Background: an optimization exercise with open tools, aiming at small area. Do not read the settings as production practice.
Only simulation tests tie the RTL to the original design; equivalence was not proved.
Power and IR drop assume default switching activity.

### design/flow/config.mk
export PLATFORM = sky130hd
export DESIGN_NAME = serial_debug
export DESIGN_NICKNAME = serial_debug
export VERILOG_FILES = /design/flow/design.v
export SDC_FILE = /design/flow/constraint.sdc
export NUM_CORES = 4
export LEC_CHECK = 0
export ABC_AREA = 1
export CAP_MARGIN = 20
export CORE_MARGIN = 2
export CORE_UTILIZATION = 40
export SLEW_MARGIN = 20
### design/flow/constraint.sdc
create_clock -name core_clock -period 30.0 [get_ports {i_clk}]
set_input_delay 6.0000 -clock core_clock [delete_from_list [all_inputs] [get_ports {i_clk}]]
set_output_delay 6.0000 -clock core_clock [all_outputs]
set_load 0.01 [all_outputs]
### design/flow/design.v
`timescale 1ns/10ps
`default_nettype none
module serial_debug (
    input  wire        i_clk,
    input  wire        i_rst_n,
    input  wire        i_enable,            
    input  wire        i_frame_tick,
    input  wire        i_pixel_valid,
    input  wire [11:0] i_cpu_pc,
    input  wire [15:0] i_cpu_instr_count,
    input  wire        i_cpu_running,
    input  wire        i_pixel_strobe,
    input  wire [31:0] i_pixel_count,
    input  wire [9:0]  i_pixel_x,
    input  wire [9:0]  i_pixel_y,
    input  wire [2:0]  i_pixel_brightness,
    output logic       o_uart_tx
);
    localparam logic [3:0] PH_IDLE  = 4'd0;
    localparam logic [3:0] PH_PRE   = 4'd1;    
    localparam logic [3:0] PH_START = 4'd2;
    localparam logic [3:0] PH_STOP  = 4'd3;
    logic        r_tick_d, r_strobe_d;
    logic        r_freq, r_preq;
    logic [15:0] r_fcnt;             
    logic [15:0] r_pv_cnt;           
    logic [15:0] r_pv_lat;           
    logic [31:0] r_cnt;
    logic [9:0]  r_x, r_y;
    logic [2:0]  r_bri;
    logic        r_lact;             
    logic        r_lastc;            
    logic        r_src;              
    logic [4:0]  r_idx;              
    logic [3:0]  r_ph;
    logic [8:0]  r_cc;               
    wire tick_rise   = i_frame_tick & ~r_tick_d;
    wire strobe_rise = i_pixel_strobe & ~r_strobe_d;
    wire grant  = ~r_lact & (r_preq | r_freq);
    wire pgrant = ~r_lact & r_preq;
    wire fgrant = ~r_lact & r_freq & ~r_preq;
    function automatic logic [15:0] bcd_inc(input logic [15:0] v);
        logic c;
        c = 1'b1;
        for (int i = 0; i < 4; i++) begin
            if (c) begin
                if (v[4*i +: 4] == 4'd9) v[4*i +: 4] = 4'd0;
                else begin
                    v[4*i +: 4] = v[4*i +: 4] + 4'd1;
                    c = 1'b0;
                end
            end
        end
        bcd_inc = v;
    endfunction
    always_ff @(posedge i_clk) begin
        if (!i_rst_n) begin
            r_tick_d   <= 1'b0;
            r_strobe_d <= 1'b0;
            r_fcnt     <= 16'hFFFF;
            r_pv_cnt   <= 16'd0;
            r_freq     <= 1'b0;
            r_preq     <= 1'b0;
        end else begin
            r_tick_d   <= i_frame_tick;
            r_strobe_d <= i_pixel_strobe;
            if (tick_rise) begin
                r_fcnt   <= r_fcnt + 16'd1;
                r_pv_cnt <= {15'd0, i_pixel_valid};
            end else if (i_pixel_valid) begin
                r_pv_cnt <= bcd_inc(r_pv_cnt);
            end
            if (!i_enable)        r_freq <= 1'b0;
            else if (tick_rise)   r_freq <= 1'b1;
            else if (fgrant)      r_freq <= 1'b0;
            if (!i_enable)        r_preq <= 1'b0;
            else if (strobe_rise) r_preq <= 1'b1;
            else if (pgrant)      r_preq <= 1'b0;
        end
    end
    always_ff @(posedge i_clk) begin
        if (tick_rise)
            r_pv_lat <= r_pv_cnt;
        if (strobe_rise) begin
            r_cnt <= i_pixel_count;
            r_x   <= i_pixel_x;
            r_y   <= i_pixel_y;
            r_bri <= i_pixel_brightness;
        end
    end
    wire       bit_done = (r_cc == 9'd441);
    wire [4:0] last_idx = r_src ? 5'd24 : 5'd30;
    always_ff @(posedge i_clk) begin
        if (!i_rst_n) begin
            r_lact  <= 1'b0;
            r_lastc <= 1'b0;
            r_ph    <= PH_IDLE;
        end else begin
            if (grant)
                r_lact <= 1'b1;
            case (r_ph)
                PH_IDLE:  if (r_lact) r_ph <= PH_PRE;
                PH_PRE:   r_ph <= PH_START;
                PH_START: begin
                    if (r_cc == 9'd0 && !r_lastc && r_idx == last_idx) begin
                        r_lact  <= 1'b0;
                        r_lastc <= 1'b1;
                    end
                    if (bit_done) r_ph <= 4'd8;
                end
                PH_STOP:  if (bit_done) begin
                    r_ph    <= PH_IDLE;
                    r_lastc <= 1'b0;
                end
                default:  if (bit_done) r_ph <= (r_ph == 4'd15) ? PH_STOP : r_ph + 4'd1;
            endcase
        end
    end
    always_ff @(posedge i_clk) begin
        if (r_ph == PH_IDLE || r_ph == PH_PRE || bit_done)
            r_cc <= 9'd0;
        else
            r_cc <= r_cc + 9'd1;
        if (grant) begin
            r_src <= r_preq;
            r_idx <= 5'd0;
        end else if (r_ph == PH_STOP && bit_done && !r_lastc) begin
            r_idx <= r_idx + 5'd1;
        end
    end
    logic [59:0] ring;
    logic [2:0]  s4;
    wire       c0    = (r_ph == PH_START) & ~r_lastc & r_src & (r_idx == 5'd0);
    wire [4:0] k     = r_cc[4:0];
    wire       pconv = c0 & (r_cc[8:5] == 4'd0);                           
    wire       rot_a = c0 & (r_cc[8:4] == 5'b00010) & ~(r_cc[3] & r_cc[2]);  
    wire       xconv = c0 & (r_cc[8:4] == 5'b00100) & (r_cc[3:0] < 4'd10);  
    wire       rot_b = c0 & (r_cc[8:4] == 5'b00101) & ~(r_cc[3] & r_cc[2]);  
    wire       yconv = c0 & (r_cc[8:4] == 5'b00110) & (r_cc[3:0] < 4'd10);  
    wire       xyconv = xconv | yconv;
    logic is_dig;
    always_comb begin
        if (r_src)
            is_dig = (r_idx >= 5'd2 && r_idx <= 5'd6) || (r_idx >= 5'd10 && r_idx <= 5'd12) ||
                     (r_idx >= 5'd16 && r_idx <= 5'd18);
        else
            is_dig = (r_idx >= 5'd2 && r_idx <= 5'd5) || (r_idx >= 5'd10 && r_idx <= 5'd12) ||
                     (r_idx >= 5'd16 && r_idx <= 5'd19) || (r_idx >= 5'd23 && r_idx <= 5'd26);
    end
    wire rot_out = (r_ph == PH_STOP) & ~r_lastc & (r_cc[8:2] == 7'd0) & is_dig;
    wire grot    = rot_a | rot_b | rot_out;
    logic [4:0] g;
    always_comb begin
        g[0] = pconv | (xyconv & (k[3:0] >= 4'd2));
        g[1] = (pconv & (k >= 5'd4)) | (xyconv & (k[3:0] >= 4'd6));
        g[2] = (pconv & (k >= 5'd8)) | (xyconv & (k[3:0] >= 4'd9));
        g[3] = pconv & (k >= 5'd12);
        g[4] = pconv & (k >= 5'd16);
    end
    logic [19:0] a;
    always_comb begin
        for (int j = 0; j < 5; j++) begin
            logic [3:0] d;
            logic       d3, t;
            d = ring[4*j +: 4];
            d3 = (j == 2) ? (d[3] & pconv) : d[3];
            t = g[j] & (d3 | (d[2] & (d[1] | d[0])));
            a[4*j]     = d[0] ^ t;
            a[4*j + 1] = d[1] ^ (t & ~d[0]);
            a[4*j + 2] = t ? (d3 & d[0]) : d[2];
            a[4*j + 3] = d[3] | t;
        end
    end
    wire [59:0] sh = {ring[58:20], a, (grot ? ring[59] : pconv ? ring[35] : ring[11])};
    always_ff @(posedge i_clk) begin
        if (pgrant) begin
            ring <= {r_x, 2'b00, r_y, 2'b00, r_cnt, 4'b0000};
            s4   <= r_bri;
        end else if (fgrant) begin
            ring <= {r_pv_lat, r_fcnt, i_cpu_pc, i_cpu_instr_count};
            s4   <= {2'b00, i_cpu_running};
        end else begin
            if (grot)
                ring[59:36] <= sh[59:36];
            if (grot | pconv)
                ring[35:12] <= sh[35:12];
            if (grot | pconv | xyconv)
                ring[11:0]  <= sh[11:0];
        end
    end
    function automatic logic [7:0] hex_ascii(input logic [3:0] n);
        hex_ascii = (n < 4'd10) ? (8'd48 + {4'd0, n}) : (8'd55 + {4'd0, n});
    endfunction
    wire [7:0] hd = hex_ascii(ring[43:40]);
    logic [7:0] ch;
    always_comb begin
        if (r_src) begin
            case (r_idx)
                5'd0:  ch = "P";
                5'd1:  ch = ":";
                5'd2, 5'd3, 5'd4, 5'd5, 5'd6: ch = hd;
                5'd8:  ch = "X";
                5'd9:  ch = ":";
                5'd10, 5'd11, 5'd12: ch = hd;
                5'd14: ch = "Y";
                5'd15: ch = ":";
                5'd16, 5'd17, 5'd18: ch = hd;
                5'd20: ch = "B";
                5'd21: ch = ":";
                5'd22: ch = {5'b00110, s4};
                5'd23: ch = 8'h0D;
                5'd24: ch = 8'h0A;
                default: ch = " ";
            endcase
        end else begin
            case (r_idx)
                5'd0:  ch = "F";
                5'd1:  ch = ":";
                5'd2, 5'd3, 5'd4, 5'd5: ch = hd;
                5'd7:  ch = "P";
                5'd8:  ch = "C";
                5'd9:  ch = ":";
                5'd10, 5'd11, 5'd12: ch = hd;
                5'd14: ch = "I";
                5'd15: ch = ":";
                5'd16, 5'd17, 5'd18, 5'd19: ch = hd;
                5'd21: ch = "V";
                5'd22: ch = ":";
                5'd23, 5'd24, 5'd25, 5'd26: ch = hd;
                5'd28: ch = s4[0] ? "R" : ".";
                5'd29: ch = 8'h0D;
                5'd30: ch = 8'h0A;
                default: ch = " ";
            endcase
        end
        if (r_lastc)
            ch = 8'h0A;
    end
    always_comb begin
        if (r_ph[3])
            o_uart_tx = ch[r_ph[2:0]];
        else
            o_uart_tx = (r_ph != PH_START);
    end
endmodule
`default_nettype wire
### design/flow/flow/run.sh
#!/bin/bash
# Standard layout with these changes in how it is made:
#  - synthesis: abc maps the logic with an area-only script, and adders are
#    left to abc instead of the ha/fa adder map (flip-flops untouched)
#  - port buffers use the smallest buffer cell
#  - the clock tree uses clkbuf_8 without dummy loads
set -e
HERE=$(pwd)
cp -r "$FLOW_HOME/scripts" "$HERE/scripts"
cp "$HERE/flow/abc_area.script" "$HERE/scripts/abc_area.script"
export SCRIPTS_DIR="$HERE/scripts"
export BUFFER_PORTS_ARGS="-buffer_cell sky130_fd_sc_hd__buf_1"
export CTS_ARGS="-sink_clustering_enable -repair_clock_nets -dont_use_dummy_load -buf_list sky130_fd_sc_hd__clkbuf_8"
bash standard.sh ADDER_MAP_FILE= finish > standard.log 2>&1
### design/flow/flow/abc_area.script
strash
dch -f
map -a
strash
dch -f
map -a
strash
dch -f
map -a
topo
### design/flow/standard.sh
#!/bin/bash
# synth_recipe.tcl (not shown) runs the flow's synth.tcl, then flattens the netlist and writes it again
# the make line also repeats each setting of config.mk as NAME=value (left out here)
make -C /OpenROAD-flow-scripts/flow DESIGN_CONFIG=/design/flow/config.mk WORK_HOME=/design/flow/orfs CLKGATE_MAP_FILE= SYNTH_SCRIPT=/design/flow/synth_recipe.tcl "${@:-finish}"
==> results.py, run 1 <==
metrics = {
    "clock_network": {
        "cts_buffer_depth": 2,
        "insertion_delay_ps": 460,
        "cts_root_buf": "clkbuf_8",
        "clk_pin_slew_ps": 90,
        "cts_sinks": 191,
        "cts_setup_buffers": 0,
        "cts_resized": 0,
        "ctsHtreeMaxLevel": 4,
        "cts_hold_buffers": 0,
        "cts_made_buffers": 17,
        "cts_tree": "built",
    },
    "routing": {
        "wl_met2_mm": 9.27,
        "antenna_left": 0,
        "wl_mm": 19.3,
        "drt-pass1-iter-count": 5,
        "vias": 6642,
        "wl_met3_um": 854,
        "top_layer_used": "met4",
        "avgViaCountPerCell": 5.22,
        "wl_met1_mm": 9.00,
        "drtIter0Drc": 424,
        "route.detailed.drc": 0,
        "avgRoutedWirePerCell_um": 15.2,
    },
    "logic_synthesis": {
        "synth_cell_type_count": 29,
        "yosysWarningCount": 1,
        "synth_top_family_by_area": "compound AO/OA/AOI/OAI gates",
        "synth-xor-area-share_pct": 0.211,
        "netlist_area_um2": 8300,
        "netlist.area_leader.share_pct": 46.0,
        "synth.avg_cell_area_um2": 9.35,
        "yosys.area_share.simple_pct": 16.1,
        "synthMuxAreaShare_pct": 0,
        "synth_area_leaders": "edfxtp_1, dfxtp_1, nor2_1",
        "ys_ff_latch": 191,
        "synth_fa_ha_area_share_pct": 0,
        "synth_compound_area_share_pct": 16.5,
        "yosysTopAreaCell": "edfxtp_1",
        "ys_seq_area_share_pct": 61.4,
        "postSynthCellCount": 888,
        "synthesis.nets": 978,
    },
    "layout": {
        "final_common_cell": "nor2_1",
        "syn_to_final_growth_pct": 11.9,
        "final_cell_mix": "nor2_1, edfxtp_1, clkinv_1",
        "antenna_cells": 0,
        "final_nets": 1095,
        "drive_gt1_share_pct": 3.19,
    },
    "global_route": {
        "antenna_found_initial": 0,
        "grt_max_degree": 59,
        "grt_pass1_vias": 6407,
        "gr-usage-all-layers_pct": 18.2,
        "grt_pass1_wl_mm": 31.3,
        "grt-ovfl-total": 0,
    },
    "worst_setup_path": {
        "cp_cell_sequence": "clkinv_1, nor2_1, o31ai_1, nor3_1, clkinv_1, a31o_2, o41ai_1, a21oi_1, o31ai_1, a21oi_1, buf_1",
        "slowest_delay_ps": 630,
        "path_class": "reg2out",
        "ff2ff_path_depth": 14,
        "arrival_ps": 3520,
        "path_buf_inv": 3,
        "path_max_fanout": 6,
        "crit_family": "compound AO/OA/AOI/OAI gates",
        "regToRegSetupSlack_ps": 25900,
        "r2r_start": "r_idx[1]",
        "critical-path-slowest-cell": "nor3_1",
        "r2r-end": "ring[10]",
        "end_kind": "output pin",
        "startpoint_type": "flip-flop",
        "critPathRequiredTime_ps": 24000,
    },
    "timing": {
        "finalCritPeriodShare_pct": 31.7,
        "max_clock_freq_ghz": 0.105,
        "rsz0062_at_grt": "false",
        "hold_viol_final": 0,
        "fin_setup_tns_ps": 0,
        "holdWs_ps": 447,
        "skew_ps": 30.5,
        "fin_crit_ps": 9520,
        "finalSetupViolCount": 0,
        "tightest_slew_ps": 877,
        "slew_viol_final": 0,
        "relSlewSlack_pct": 41.2,
    },
    "pwr": {
        "leakage_nw": 3.10,
        "power_uw": 554,
        "max-vdd-ir-drop_uv": 27.3,
        "power_density_nw_per_um2": 59.7,
    },
    "die": {
        "rows": 52,
        "num_io_pins": 91,
        "die_x_um": 148,
        "die_area_um2": 21900,
        "initial_utilization_pct": 40.9,
        "dieHeight_um": 148,
        "fp.coreArea_um2": 20300,
    },
    "hold_path": {
        "hold_class": "reg2reg",
        "hold_depth": 0,
        "hold_path_end": "r_pv_lat[8]",
        "min-delay-start": "r_pv_cnt[8]",
    },
    "placed_design": {
        "place.port_buffers": 90,
        "dp.final_hpwl_mm": 13.6,
        "gp_routability_congestion": 0.859,
    },
    "status": {
        "status": "no timing/DRC/antenna violations",
    },
    "job": {
        "max-cap-violations": 0,
    },
}
==> metrics by stage <==
stage | std cells | util (%) | setup slack, ps | area (um2)
after global placement | 1256 | 44.6 | 21020 | 9050
after global routing | 1273 | 45.7 | 20210 | 9290
after CTS | 1273 | 45.7 | 20500 | 9290
final | 1273 | 45.7 | 20480 | 9290
after floorplan | 888 | - | 21120 | 8300
after detailed placement | 1256 | 44.6 | 21030 | 9050
==> cells by family (layout without fill, tap and decap cells) <==
logic type / after synthesis / count (layout)
xor gates and xnor gates: 2 / 2
AOI/OAI and AO/OA: 237 / 237
and+or+nand+nor: 331 / 331
buffers and inverters: 127 / 242
DFF: 191 / 191
==> synthesized netlist by cell type <==
master	count
and2_2	1
nor3_1	32
o21ai_0	88
nor4_1	5
o41ai_1	2
nand2_1	92
a21oi_1	65
o2111ai_1	5
nor2_1	175
a221oi_1	8
dfxtp_1	64
a32o_1	1
xor2_1	2
nand3_1	20
a311oi_1	2
a2111oi_0	2
a22oi_1	1
buf_1	1
o22ai_1	38
a31o_2	1
a211oi_1	7
o31ai_1	2
o21a_1	2
a2111o_1	1
o211ai_1	5
clkinv_1	126
nand4_1	6
a31oi_1	7
edfxtp_1	127
==> cell type report <==
cell class	count	area [um2]
repair buffers	99	405
fillers	2027	11000
clock buffers	17	234
well taps	270	338
inverters	126	473
flip-flops and latches	191	5090
multi-input cells	570	2740
==> flip-flops by register name (all words and copies together) (netlist names) <==
| register | count |
|---|---|
| r_cc | 9 |
| s4 | 3 |
| r_cnt | 32 |
| r_pv_cnt | 16 |
| r_idx | 5 |
| r_lact | 1 |
| r_bri | 3 |
| r_strobe_d | 1 |
| ring | 60 |
| r_fcnt | 16 |
| r_x | 10 |
| r_y | 10 |
| r_lastc | 1 |
| r_pv_lat | 16 |
| r_tick_d | 1 |
| r_preq | 1 |
| r_freq | 1 |
| r_src | 1 |
| r_ph | 4 |
==> worst max-delay path by stage <==
stage / depth (start not counted) / from / to / slack [ps]
4_1_cts: 11 / r_idx[1] / o_uart_tx / 20500
5_1_grt: 14 / r_idx[4] / o_uart_tx / 20210
2_1_floorplan: 2 / i_pixel_strobe / r_bri[0] / 21120
3_5_place_dp: 11 / r_idx[1] / o_uart_tx / 21030
3_3_place_gp: 11 / r_idx[0] / o_uart_tx / 21020
6_report: 11 / r_idx[1] / o_uart_tx / 20480
==> per-layer routing <==
layer / global-route usage [%] / up-vias
met3: 3.49 / 17
met4: 4.57 / 0
met5: 0 / -
met2: 31.1 / 171
met1: 23.8 / 3094
li1: - / 3360
==> power breakdown <==
part | switching [mW] | internal [mW] | leakage (nW)
combinational | 0.0645 | 0.0330 | 1.24
sequential | 0.0156 | 0.314 | 1.73
clock | 0.0766 | 0.0502 | 0.122
total | 0.157 | 0.398 | 3.10
==> run 2, diff against run 1 <==
--- a/design/flow/flow/run.sh
+++ b/design/flow/flow/run.sh
@@ -11,4 +11,4 @@
 export SCRIPTS_DIR="$HERE/scripts"
 export BUFFER_PORTS_ARGS="-buffer_cell sky130_fd_sc_hd__buf_1"
-export CTS_ARGS="-sink_clustering_enable -repair_clock_nets -dont_use_dummy_load -buf_list sky130_fd_sc_hd__clkbuf_8"
+export CTS_ARGS="-sink_clustering_enable -repair_clock_nets -dont_use_dummy_load -buf_list sky130_fd_sc_hd__clkbuf_16 -sink_clustering_size 50 -sink_clustering_max_diameter 200"
 bash standard.sh ADDER_MAP_FILE= finish > standard.log 2>&1
==> results.py, run 2 <==
metrics = {
    "logic_synthesis": {
        "ys_ff_latch": 191,
        "yosys_most_used_dff": "edfxtp_1",
        "postSynthCellCount": 888,
        "synth.top_cells.by_count": "nor2_1, edfxtp_1, clkinv_1",
        "netlist.area_leader.share_pct": 46.0,
        "ys_seq_area_share_pct": 61.4,
        "synth.avg_cell_area_um2": 9.35,
        "synth_area_leaders": "edfxtp_1, dfxtp_1, nor2_1",
        "yosysTopAreaCell": "edfxtp_1",
        "async_reset_ff_share_pct": 0,
        "synth-edff-count": 127,
        "yosysMostFrequentCell": "nor2_1",
        "synthesis.nets": 978,
        "synth_cell_type_count": 29,
        "yosysWarningCount": 1,
        "netlist_area_um2": 8300,
    },
    "global_route": {
        "gr-usage-all-layers_pct": 18.3,
        "grt_use_met2_pct": 31.2,
        "grt_pass1_wl_mm": 31.6,
        "grtUsageMet1_pct": 24.1,
        "grt-ovfl-total": 0,
        "grt_most_used_layer": "met2",
        "grt_max_degree": 59,
        "antenna_found_initial": 0,
        "grt_pass1_vias": 6423,
        "grtUsageMet3_pct": 3.21,
    },
    "layout": {
        "stdcell_area_um2": 9480,
        "top_register": "ring",
        "num-fill-cells": 2002,
        "final_nets": 1095,
        "stdcell_count": 1273,
        "antenna_cells": 0,
        "final_cell_mix": "nor2_1, edfxtp_1, clkinv_1",
        "drive_gt1_share_pct": 3.19,
        "top_regs": "ring (60), r_cnt (32)",
        "final_core_util_pct": 46.7,
        "syn_to_final_growth_pct": 14.2,
        "largest_reg_flops": 60,
        "final_common_cell": "nor2_1",
    },
    "timing": {
        "slew_viol_final": 0,
        "tightest_slew_ps": 868,
        "finalCritPeriodShare_pct": 31.7,
        "skew_ps": 20.3,
        "relSlewSlack_pct": 41.8,
        "max_clock_freq_ghz": 0.105,
        "rsz0062_at_grt": "false",
        "finalSetupViolCount": 0,
        "fin_crit_ps": 9500,
        "hold_viol_final": 0,
        "fin_setup_tns_ps": 0,
    },
    "die": {
        "dieHeight_um": 148,
        "initial_utilization_pct": 40.9,
        "num_io_pins": 91,
        "fp.coreArea_um2": 20300,
        "die_x_um": 148,
        "die_area_um2": 21900,
        "rows": 52,
    },
    "placed_design": {
        "placed_area_um2": 9050,
        "dp_cells": 1256,
        "dp.final_hpwl_mm": 13.6,
        "place.port_buffers": 90,
        "gp_routability_congestion": 0.859,
    },
    "worst_setup_path": {
        "arrival_ps": 3500,
        "slowest_delay_ps": 650,
        "r2r_start": "r_idx[1]",
        "critPathRequiredTime_ps": 24000,
        "end_kind": "output pin",
        "cp_cell_sequence": "clkinv_1, nor2_1, o31ai_1, nor3_1, clkinv_1, a31o_2, o41ai_1, a21oi_1, o31ai_1, a21oi_1, buf_1",
        "r2r-end": "ring[10]",
        "path_class": "reg2out",
        "startpoint_type": "flip-flop",
        "critical-path-slowest-cell": "nor3_1",
        "ff2ff_path_depth": 14,
        "regToRegSetupSlack_ps": 25820,
        "path_max_fanout": 6,
    },
    "routing": {
        "avgRoutedWirePerCell_um": 15.3,
        "drtIter0Drc": 441,
        "wl_mm": 19.5,
        "drt-pass1-iter-count": 6,
        "avgViaCountPerCell": 5.24,
        "route.detailed.drc": 0,
        "antenna_left": 0,
        "vias": 6667,
    },
    "clock_network": {
        "cts_sinks": 191,
        "insertion_delay_ps": 420,
        "cts_root_buf": "clkbuf_16",
        "cts_resized": 0,
        "clk_pin_slew_ps": 70,
        "cts_setup_buffers": 0,
        "cts_hold_buffers": 0,
        "ctsHtreeMaxLevel": 4,
        "cts_made_buffers": 17,
        "cts_tree": "built",
        "cts_buffer_depth": 2,
    },
    "hold_path": {
        "hold_class": "reg2reg",
        "hold_path_end": "r_pv_lat[8]",
        "hold_depth": 0,
        "min-delay-start": "r_pv_cnt[8]",
    },
    "pwr": {
        "power.internal_uw": 447,
        "leakage_nw": 3.18,
        "max-vdd-ir-drop_uv": 39.4,
        "pwr-share-comb_pct": 16.1,
        "pwr-share-seq_pct": 54.1,
        "p_switching_uw": 164,
        "power_density_nw_per_um2": 64.4,
        "clkPwrFrac_pct": 29.8,
        "swShare_pct": 26.9,
    },
    "job": {
        "max-cap-violations": 0,
    },
    "status": {
        "status": "no timing/DRC/antenna violations",
    },
}
## run 2: cell counts after synthesis
Identical to the previous run, type by type.
## run 2: cells by family after synthesis
kind of cell	synth area share [%]
flops	61.4
simple gates	16.1
xor+xnor	0.211
compound gates	16.5
buf+inv	5.74
## run 2: power groups by stage
stage	Clock, mW	Combinational (mW)	Sequential (mW)
6_report	0.182	0.0980	0.330
5_1_grt	0.196	0.112	0.333
4_1_cts	0.187	0.0988	0.330
3_5_place_dp	0	0.0980	0.335
3_3_place_gp	0	0.0970	0.335
2_1_floorplan	0	0.0693	0.331
## run 2: area by class of cell
class                           count  area [um2]  share of cell area, %
Timing Repair Buffer               99         405                   4.28
Clock buffer                       17         425                   4.49
Sequential cell                   191        5090                   53.8
Multi-Input combinational cell    570        2740                   28.9
Inverter                          126         473                   4.99
Tap cell                          270         338                   3.56
## run 2: per-layer routing
| metal | wire (um) | share of wire [%] |
|---|---|---|
| met4 | 249 | 1.3 |
| met5 | 0 | 0 |
| met2 | 9370 | 48 |
| met1 | 9140 | 47 |
| met3 | 714 | 3.7 |
## run 2: per-stage QoR
stage / power [mW] / hold slack (ps) / setup slack (ps)
floorplan: 0.400 / 416 / 21120
global placement: 0.432 / 422 / 21020
detailed placement: 0.434 / 429 / 21030
CTS: 0.616 / 445 / 20560
global route: 0.642 / 454 / 20270
finish: 0.610 / 442 / 20500
## run 2: critical path: cells and delay by family (launching register included)
kind | cells | cell delay, ps
AOI/OAI and AO/OA | 6 | 1150
DFF | 1 | 440
and+or+nand+nor | 2 | 900
buffers and inverters | 3 | 590
## run 2: worst max-delay path by stage
stage,from,endpoint,slack (ps),cells after the start
2_1_floorplan,i_pixel_strobe,r_bri[0],21120,2
3_3_place_gp,r_idx[0],o_uart_tx,21020,11
3_5_place_dp,r_idx[1],o_uart_tx,21030,11
4_1_cts,r_idx[1],o_uart_tx,20560,11
5_1_grt,r_idx[4],o_uart_tx,20270,14
6_report,r_idx[1],o_uart_tx,20500,11
==> run 3, diff against run 2 <==
--- a/design/flow/flow/run.sh
+++ b/design/flow/flow/run.sh
@@ -11,4 +11,4 @@
 export SCRIPTS_DIR="$HERE/scripts"
 export BUFFER_PORTS_ARGS="-buffer_cell sky130_fd_sc_hd__buf_1"
-export CTS_ARGS="-sink_clustering_enable -repair_clock_nets -dont_use_dummy_load -buf_list sky130_fd_sc_hd__clkbuf_16 -sink_clustering_size 50 -sink_clustering_max_diameter 200"
+export CTS_ARGS="-sink_clustering_enable -repair_clock_nets -dont_use_dummy_load -buf_list sky130_fd_sc_hd__clkbuf_8 -sink_buffer_max_cap_derate 0.5"
 bash standard.sh ADDER_MAP_FILE= finish > standard.log 2>&1
==> results.py, run 3 <==
metrics = {
    "timing": {
        "rsz0062_at_grt": "false",
        "max_clock_freq_ghz": 0.105,
        "finalSetupViolCount": 0,
        "fin_setup_tns_ps": 0,
        "fin_crit_ps": 9520,
        "finalCritPeriodShare_pct": 31.7,
        "tightest_slew_ps": 877,
        "hold_viol_final": 0,
        "skew_ps": 30.5,
        "slew_viol_final": 0,
        "relSlewSlack_pct": 41.2,
    },
    "clock_network": {
        "cts_tree": "built",
        "cts_setup_buffers": 0,
        "cts_made_buffers": 17,
        "insertion_delay_ps": 460,
        "cts_hold_buffers": 0,
        "cts_resized": 0,
        "clk_pin_slew_ps": 90,
        "cts_buffer_depth": 2,
        "cts_sinks": 191,
        "ctsHtreeMaxLevel": 4,
        "cts_root_buf": "clkbuf_8",
    },
    "status": {
        "status": "no timing/DRC/antenna violations",
    },
    "routing": {
        "avgViaCountPerCell": 5.22,
        "antenna_left": 0,
        "vias": 6642,
        "wl_mm": 19.3,
        "drtIter0Drc": 424,
        "drt-pass1-iter-count": 5,
        "route.detailed.drc": 0,
        "avgRoutedWirePerCell_um": 15.2,
    },
    "placed_design": {
        "gp_routability_congestion": 0.859,
        "dp.final_hpwl_mm": 13.6,
        "place.port_buffers": 90,
    },
    "layout": {
        "drive_gt1_share_pct": 3.19,
        "antenna_cells": 0,
        "final_cell_mix": "nor2_1, edfxtp_1, clkinv_1",
        "final_common_cell": "nor2_1",
        "largest_reg_flops": 60,
        "top_regs": "ring (60), r_cnt (32)",
        "top_register": "ring",
        "final_nets": 1095,
        "syn_to_final_growth_pct": 11.9,
        "final_core_util_pct": 45.7,
    },
    "die": {
        "die_x_um": 148,
        "fp.coreArea_um2": 20300,
        "die_area_um2": 21900,
        "num_io_pins": 91,
        "dieHeight_um": 148,
        "initial_utilization_pct": 40.9,
        "rows": 52,
    },
    "logic_synthesis": {
        "postSynthCellCount": 888,
        "yosysWarningCount": 1,
        "synthesis.nets": 978,
        "synth_cell_type_count": 29,
        "async_reset_ff_share_pct": 0,
        "yosysMostFrequentCell": "nor2_1",
        "synth.top_cells.by_count": "nor2_1, edfxtp_1, clkinv_1",
        "yosysTopAreaCell": "edfxtp_1",
        "yosys_most_used_dff": "edfxtp_1",
        "ys_seq_area_share_pct": 61.4,
        "synth-edff-count": 127,
        "synth.avg_cell_area_um2": 9.35,
        "netlist.area_leader.share_pct": 46.0,
        "ys_ff_latch": 191,
        "netlist_area_um2": 8300,
        "synth_area_leaders": "edfxtp_1, dfxtp_1, nor2_1",
    },
    "worst_setup_path": {
        "arrival_ps": 3520,
        "path_max_fanout": 6,
        "crit_family": "compound AO/OA/AOI/OAI gates",
        "critical-path-slowest-cell": "nor3_1",
        "path_buf_inv": 3,
        "startpoint_type": "flip-flop",
        "slowest_delay_ps": 630,
        "end_kind": "output pin",
        "path_class": "reg2out",
        "critPathRequiredTime_ps": 24000,
        "cp_cell_sequence": "clkinv_1, nor2_1, o31ai_1, nor3_1, clkinv_1, a31o_2, o41ai_1, a21oi_1, o31ai_1, a21oi_1, buf_1",
    },
    "global_route": {
        "grt_pass1_vias": 6407,
        "grt_max_degree": 59,
        "antenna_found_initial": 0,
        "grt_pass1_wl_mm": 31.3,
        "gr-usage-all-layers_pct": 18.2,
        "grt-ovfl-total": 0,
    },
    "pwr": {
        "power_uw": 554,
        "max-vdd-ir-drop_uv": 27.3,
        "power_density_nw_per_um2": 59.7,
        "leakage_nw": 3.10,
    },
    "job": {
        "max-cap-violations": 0,
    },
    "hold_path": {
        "hold_class": "reg2reg",
    },
}
==> run 3: cell counts after synthesis <==
Identical to the previous run, type by type.
==> run 3: path summary, 6_finish.rpt <==
check	start	end	slack, ps	cells past startpoint
setup / recovery	r_idx[1]	o_uart_tx	20480	11
hold / removal	r_pv_cnt[8]	r_pv_lat[8]	450	0
setup reg to reg	r_idx[1]	ring[10]	25900	14
hold reg to reg	r_pv_cnt[8]	r_pv_lat[8]	450	0
==> run 3: kinds of logic (layout without fill, tap and decap cells) <==
logic type,count (synthesis),after routing,share of synthesized area [%]
AND/OR/NAND/NOR,331,331,16.1
AO/OA/AOI/OAI,237,237,16.5
flip-flops,191,191,61.4
buffers and inverters,127,242,5.74
XOR/XNOR,2,2,0.211
==> run 3: per-stage QoR <==
| stage | setup WS, ps | cell area [um2] | std cells | hold WS [ps] |
|---|---|---|---|---|
| 4_1_cts | 20500 | 9290 | 1273 | 450 |
| 6_report | 20480 | 9290 | 1273 | 447 |
| 5_1_grt | 20210 | 9290 | 1273 | 459 |
| 3_3_place_gp | 21020 | 9050 | 1256 | 422 |
| 3_5_place_dp | 21030 | 9050 | 1256 | 429 |
| 2_1_floorplan | 21120 | 8300 | 888 | 416 |
==> run 3: area by class of cell <==
type | instances | area [um2]
Fill cell | 2027 | 11000
Multi-Input combinational cell | 570 | 2740
Timing Repair Buffer | 99 | 405
Clock buffer | 17 | 234
Inverter | 126 | 473
Sequential cell | 191 | 5090
Tap cell | 270 | 338
==> run 3: where the power goes <==
part           internal (mW)  total [mW]  switching, mW  leakage, nW
sequential             0.314       0.330         0.0156         1.73
clock                 0.0502       0.127         0.0766        0.122
combinational         0.0330      0.0975         0.0645         1.24
total                  0.398       0.554          0.157         3.10
==> run 3: per-layer routing <==
layer	up-vias	global-route usage (%)	share of wire, %
met4	0	4.57	0.89
met2	171	31.1	48
met5	-	0	0
met1	3094	23.8	47
li1	3360	-	-
met3	17	3.49	4.4
==> run 4, diff against run 3 <==
--- a/design/flow/flow/run.sh
+++ b/design/flow/flow/run.sh
@@ -11,4 +11,4 @@
 export SCRIPTS_DIR="$HERE/scripts"
 export BUFFER_PORTS_ARGS="-buffer_cell sky130_fd_sc_hd__buf_1"
-export CTS_ARGS="-sink_clustering_enable -repair_clock_nets -dont_use_dummy_load -buf_list sky130_fd_sc_hd__clkbuf_8 -sink_buffer_max_cap_derate 0.5"
+export CTS_ARGS="-sink_clustering_enable -repair_clock_nets -dont_use_dummy_load -buf_list sky130_fd_sc_hd__clkbuf_16 -sink_buffer_max_cap_derate 0.5"
 bash standard.sh ADDER_MAP_FILE= finish > standard.log 2>&1
==> results.py, run 4 <==
metrics = {
    "clock_network": {
        "clk_pin_slew_ps": 70,
        "insertion_delay_ps": 420,
        "cts_buffer_depth": 2,
        "cts_hold_buffers": 0,
        "cts_root_buf": "clkbuf_16",
        "cts_tree": "built",
        "cts_made_buffers": 17,
        "cts_sinks": 191,
        "cts_resized": 0,
        "ctsHtreeMaxLevel": 4,
        "cts_setup_buffers": 0,
    },
    "worst_setup_path": {
        "critical-path-slowest-cell": "nor3_1",
        "cp_cell_sequence": "clkinv_1, nor2_1, o31ai_1, nor3_1, clkinv_1, a31o_2, o41ai_1, a21oi_1, o31ai_1, a21oi_1, buf_1",
        "regToRegSetupSlack_ps": 25820,
        "arrival_ps": 3500,
        "path_max_fanout": 6,
        "ff2ff_path_depth": 14,
        "path_class": "reg2out",
        "r2r_start": "r_idx[1]",
        "r2r-end": "ring[10]",
        "end_kind": "output pin",
        "slowest_delay_ps": 650,
        "startpoint_type": "flip-flop",
        "critPathRequiredTime_ps": 24000,
    },
    "die": {
        "fp.coreArea_um2": 20300,
        "die_x_um": 148,
        "num_io_pins": 91,
        "initial_utilization_pct": 40.9,
        "dieHeight_um": 148,
        "rows": 52,
        "die_area_um2": 21900,
    },
    "global_route": {
        "grt_max_degree": 59,
        "grt_use_met2_pct": 31.2,
        "grt-ovfl-total": 0,
        "grtUsageMet1_pct": 24.1,
        "antenna_found_initial": 0,
        "grt_most_used_layer": "met2",
        "grt_pass1_wl_mm": 31.6,
        "gr-usage-all-layers_pct": 18.3,
        "grt_pass1_vias": 6423,
        "grtUsageMet3_pct": 3.21,
    },
    "routing": {
        "drtIter0Drc": 441,
        "avgViaCountPerCell": 5.24,
        "drt-pass1-iter-count": 6,
        "vias": 6667,
        "antenna_left": 0,
        "avgRoutedWirePerCell_um": 15.3,
        "wl_mm": 19.5,
        "route.detailed.drc": 0,
    },
    "logic_synthesis": {
        "synth_cell_type_count": 29,
        "async_reset_ff_share_pct": 0,
        "synthesis.nets": 978,
        "ys_ff_latch": 191,
        "netlist_area_um2": 8300,
        "synth_area_leaders": "edfxtp_1, dfxtp_1, nor2_1",
        "yosysWarningCount": 1,
        "synth.top_cells.by_count": "nor2_1, edfxtp_1, clkinv_1",
        "yosysTopAreaCell": "edfxtp_1",
        "netlist.area_leader.share_pct": 46.0,
        "synth.avg_cell_area_um2": 9.35,
        "ys_seq_area_share_pct": 61.4,
        "yosys_most_used_dff": "edfxtp_1",
        "yosysMostFrequentCell": "nor2_1",
        "postSynthCellCount": 888,
        "synth-edff-count": 127,
    },
    "placed_design": {
        "dp.final_hpwl_mm": 13.6,
        "place.port_buffers": 90,
        "dp_cells": 1256,
        "gp_routability_congestion": 0.859,
        "placed_area_um2": 9050,
        "pre_cts_ws_ps": 21030,
    },
    "timing": {
        "fin_setup_tns_ps": 0,
        "holdWs_ps": 442,
        "max_clock_freq_ghz": 0.105,
        "tightest_slew_ps": 868,
        "fin_crit_ps": 9500,
        "hold_viol_final": 0,
        "rsz0062_at_grt": "false",
        "slew_viol_final": 0,
        "finalCritPeriodShare_pct": 31.7,
        "layout_setup_ws_ps": 20500,
        "finalSetupViolCount": 0,
        "relSlewSlack_pct": 41.8,
        "skew_ps": 20.3,
    },
    "layout": {
        "syn_to_final_growth_pct": 14.2,
        "largest_reg_flops": 60,
        "drive_gt1_share_pct": 3.19,
        "final_nets": 1095,
        "final_cell_mix": "nor2_1, edfxtp_1, clkinv_1",
        "stdcell_area_um2": 9480,
        "final_common_cell": "nor2_1",
        "antenna_cells": 0,
        "top_register": "ring",
        "top_regs": "ring (60), r_cnt (32)",
        "stdcell_count": 1273,
        "final_core_util_pct": 46.7,
    },
    "hold_path": {
        "min-delay-start": "r_pv_cnt[8]",
        "hold_depth": 0,
        "hold_class": "reg2reg",
        "hold_path_end": "r_pv_lat[8]",
    },
    "pwr": {
        "power_density_nw_per_um2": 64.4,
        "power_uw": 610,
        "leakage_nw": 3.18,
        "max-vdd-ir-drop_uv": 39.4,
    },
    "job": {
        "max-cap-violations": 0,
    },
    "status": {
        "status": "no timing/DRC/antenna violations",
    },
}
==> run 4: cell type report <==
type | count | area (um2)
Fill cell | 2002 | 10800
Sequential cell | 191 | 5090
Multi-Input combinational cell | 570 | 2740
Inverter | 126 | 473
Clock buffer | 17 | 425
Timing Repair Buffer | 99 | 405
Tap cell | 270 | 338
==> run 4: logic make-up after synthesis <==
kind of cell	count (synthesis)	synth area share, %
AO/OA/AOI/OAI	237	16.5
flip-flops	191	61.4
AND/OR/NAND/NOR	331	16.1
XOR/XNOR	2	0.211
buffers and inverters	127	5.74
==> run 4: power breakdown <==
part           total (mW)  switching (mW)  internal, mW
logic              0.0980          0.0651        0.0330
clock network       0.182          0.0834        0.0987
registers           0.330          0.0155         0.315
==> run 4: worst max-delay path, delay by kind of cell (launching register included) <==
kind | cells | cell delay, ps
buf+inv | 3 | 590
flops | 1 | 440
compound gates | 6 | 1150
simple gates | 2 | 900
==> run 4: worst max path at each step <==
stage,depth (start not counted),endpoint,from
floorplan,2,r_bri[0],i_pixel_strobe
CTS,11,o_uart_tx,r_idx[1]
global route,14,o_uart_tx,r_idx[4]
finish,11,o_uart_tx,r_idx[1]
global placement,11,o_uart_tx,r_idx[0]
detailed placement,11,o_uart_tx,r_idx[1]
==> run 4: routing by layer <==
metal | vias to the layer above | wire, um | part of all wire [%]
met4 | 0 | 249 | 1.3
met5 | - | 0 | 0
li1 | 3361 | - | -
met1 | 3136 | 9140 | 47
met2 | 146 | 9370 | 48
met3 | 24 | 714 | 3.7

[separate check: timing with driven ports]
No port has a modelled driver above. Below, the same layouts with a new extraction and two added sets of constraints.
Step 1, drivers: a clkbuf_16 drives i_clk and a buf_2 each remaining input, both assumed.
Step 2 times the ports against the registers' clock, not the clock port: input delays grow and output delays shrink by t, the midpoint of the rising clock arrivals with the driver on.
a / b / c = no drivers / after step 1 / after step 2; a / b = the first two.
run | shift t [ns] | setup WS [ns] | worst slew at a driven data input, ns
run 1 | 0.479 | 20.481 / 20.444 / 20.922 | 0.05
run 2 | 0.452 | 20.502 / 20.461 / 20.913 | 0.04
run 3 | 0.479 | 20.481 / 20.444 / 20.922 | 0.05
run 4 | 0.452 | 20.502 / 20.461 / 20.913 | 0.04
After both steps setup and hold are still met in every run listed.
